From an optimization exercise on the open Yosys and OpenROAD flow, aimed at small area, a short achievable clock period and few clock cycles per item; shortcuts taken in it are not production practice.
Only simulation tests tie the RTL to the original design; equivalence was not proved.
Power figures rest on the tool's default switching activity, not on a simulated workload.

== old ==
Design sigma_clipped_mean_unit, start of the top module:
module sigma_clipped_mean_unit (
    input  logic        i_clk,
    input  logic        i_rst_n,
    input  logic        s_axis_tvalid,
    output logic        s_axis_tready,
    input  logic [15:0] s_axis_tdata,    
    output logic        m_axis_tvalid,
    input  logic        m_axis_tready,
    output logic [31:0] m_axis_tdata     
);
    localparam int TAIL = RING_LEN - 1;
    logic [RING_LEN-1:0][15:0] r_x;
    logic [RING_LEN-1:0]       r_v;       
    logic [RING_LEN-1:0]       r_p;       
    logic                      r_ev1;     
    logic                      r_ev2;     
    logic                      r_ready;   
    logic [15:0]               r_xin;     
    logic                      r_full;    
    logic [3:0]                r_fill;
    logic                      r_lpar;    
    logic signed [SUM_BITS-1:0] r_s;
    logic [QSUM_BITS-1:0]      r_qs, r_qc;
    logic                      r_epar;    
    logic [4:0]                r_ecnt;    
    logic                      r_s2;      
    logic                      r_sp;      
    logic signed [SUM_BITS-1:0] r_sthr;
    logic [DEV_BITS-1:0]       r_d;
    logic [DSQ_BITS-1:0]       r_e2s, r_e2c;
    logic [DSQ_BITS-1:0]       r_ts, r_tc;   
    logic signed [SUM_BITS-1:0] r_ks;
    logic [4:0]                r_k;
    logic [4:0]                r_kcnt;
    logic                      r_busy, r_fix, r_ovalid, r_neg;
    logic [3:0]                r_dcnt;
    logic [3:0]                r_rem;
  ...
Size in the first run: ~3300 cells after synthesis, ~740 flip-flops, roughly 0.036 mm2 of cells after synthesis.
Settings: LEC_CHECK=0, ABC_CLOCK_PERIOD_IN_PS=3000, CAP_MARGIN=20, CORE_MARGIN=2, CORE_UTILIZATION=40, SLEW_MARGIN=20; clock period 10.0 ns.
run.sh (not shown) runs the stock make flow with config.mk's settings and CLKGATE_MAP_FILE= SYNTH_SCRIPT=/design/flow/synth_recipe.tcl, a recipe that flattens the netlist after the stock synthesis.
Testbench counts of old, summed over its fixed seeds: cycles 3,528, items 192.
#### Input delta (new over old)
==> flow/flow/run.sh (new file) <==
#!/bin/bash
set -euo pipefail
MARGIN=6.5
sed "s|\"\${@:-finish}\"|SETUP_SLACK_MARGIN=${MARGIN} \"\${@:-finish}\"|" standard.sh > standard_margin.sh
grep -q "SETUP_SLACK_MARGIN=${MARGIN}" standard_margin.sh
bash standard_margin.sh finish > flow_make.log 2>&1
==> flow/standard.sh (new file) <==
#!/bin/bash
# synth_recipe.tcl (not shown) runs the flow's synth.tcl, then flattens the netlist and writes it again
# the make line also repeats each setting of config.mk as NAME=value (left out here)
make -C /OpenROAD-flow-scripts/flow DESIGN_CONFIG=/design/flow/config.mk WORK_HOME=/design/flow/orfs CLKGATE_MAP_FILE= SYNTH_SCRIPT=/design/flow/synth_recipe.tcl "${@:-finish}"
removed: flow/run.sh
[summary]
- Largest vdd supply drop: higher on old
- When new is measured against old, its final design instance area without fill turns out 1.4% higher.
- old has higher global-route track usage on met1 than new.
- new vs. old: total routed wirelength shows an increase of about 0.8%; worst setup slack shows an increase of 0.31 ns; global-route usage shows no meaningful change; critical path depth shows an increase of 1; count of placed standard cells including taps shows no meaningful change.
- Changes observed in new relative to old: post-cts resize count up 79, worst slack at placement up 0.058 ns.

========
Another version of the RTL of sigma_clipped_mean_unit (not shown whole).
For scale: roughly 3300 cells after synthesis, ~750 flip-flops, roughly 54 I/O pins, about 36000 um2 of cells after synthesis.
==> flow/config.mk <==
export PLATFORM = sky130hd
export DESIGN_NAME = sigma_clipped_mean_unit
export DESIGN_NICKNAME = sigma_clipped_mean_unit
export VERILOG_FILES = /design/flow/design.v
export SDC_FILE = /design/flow/constraint.sdc
export NUM_CORES = 4
export LEC_CHECK = 0
export ABC_CLOCK_PERIOD_IN_PS = 3000
export CAP_MARGIN = 20
export CORE_MARGIN = 2
export CORE_UTILIZATION = 65
export SLEW_MARGIN = 20
==> flow/constraint.sdc <==
create_clock -name core_clock -period 10.0 [get_ports {i_clk}]
set_input_delay 2.0000 -clock core_clock [delete_from_list [all_inputs] [get_ports {i_clk}]]
set_output_delay 2.0000 -clock core_clock [all_outputs]
set_load 0.01 [all_outputs]
standard.sh (not shown) runs the stock make flow with config.mk's settings and CLKGATE_MAP_FILE= SYNTH_SCRIPT=/design/flow/synth_recipe.tcl, a recipe that flattens the netlist after the stock synthesis.
==> flow/flow/run.sh <==
#!/bin/bash
set -euo pipefail
MARGIN=6.5
EXTRA="SETUP_SLACK_MARGIN=${MARGIN} BUFFER_PORTS_ARGS=-buffer_cell\\\\ sky130_fd_sc_hd__buf_2"
sed "s|\"\${@:-finish}\"|${EXTRA} \"\${@:-finish}\"|" standard.sh > standard_tuned.sh
grep -q "SETUP_SLACK_MARGIN=${MARGIN}" standard_tuned.sh
bash standard_tuned.sh finish > flow_make.log 2>&1
Testbench counts at the start, summed over its fixed seeds: cycles 3,528, items 192.
Then changed:
--- a/flow/flow/run.sh
+++ b/flow/flow/run.sh
@@ -3 +3 @@
-MARGIN=6.5
+MARGIN=6.0
CTS_CLUSTER_DIAMETER = 80   (was not set)
CTS_CLUSTER_SIZE = 24   (was not set)
Result: The new run completed with no timing, DRC or antenna violations. Routed wire length fell by 2.3%. Sequential cell count is unchanged. Design area drops by 4.1%. Total power went down by 12%. Area after synthesis stays the same. Via count fell by 1.8%. Worst setup slack is worse by 0.55 ns. Register-to-register slack loses 0.55 ns.
Then changed:
--- a/flow/flow/run.sh
+++ b/flow/flow/run.sh
@@ -3 +3 @@
-MARGIN=6.0
+MARGIN=7.0
=> The new run passed the timing, DRC and antenna checks; non-clock buffer count increases by 204; routed wire length increases by roughly a tenth; clock skew decreases by 0.0035 ns; area after synthesis is unchanged.

## port drivers added, routing unchanged
No port has a modelled driver above. Below, the same layouts with a new extraction and two added sets of constraints.
Step 1: set_driving_cell puts a clkbuf_16 on i_clk and a buf_2 on each other input, an assumption about the parent block.
Step 2, shift: input delay + t, output delay - t, t = (earliest + latest rising clock arrival at the registers) / 2. This alone moves slack from input paths to output paths.
a / b / c = ideal / step 1 / step 2; a / b = the first two.
| run | t, ns | setup slack, ns | latest minus earliest clock arrival (ns) | worst register clock-pin slew, ns | worst slew at a driven data input, ns |
|---|---|---|---|---|---|
| old | 0.686 | 5.731 / 5.731 / 5.731 | 0.039 / 0.039 | 0.07 / 0.07 | 0.04 |
| new | 0.677 | 6.041 / 6.041 / 6.041 | 0.052 / 0.053 | 0.07 / 0.07 | 0.04 |
| the first run of note 2 | 0.686 | 6.579 / 6.579 / 6.003 | 0.046 / 0.046 | 0.07 / 0.07 | 0.03 |
| the second run of note 2 | 0.674 | 6.029 / 6.029 / 6.009 | 0.037 / 0.037 | 0.10 / 0.10 | 0.03 |
| the third run of note 2 | 0.671 | 6.741 / 6.729 / 6.451 | 0.034 / 0.034 | 0.10 / 0.10 | 0.03 |
After both steps every run listed still meets setup and hold. The setup slack of the first run of note 2, which loses most, moves by 0.000 ns with the drivers and by -0.576 ns with both steps.
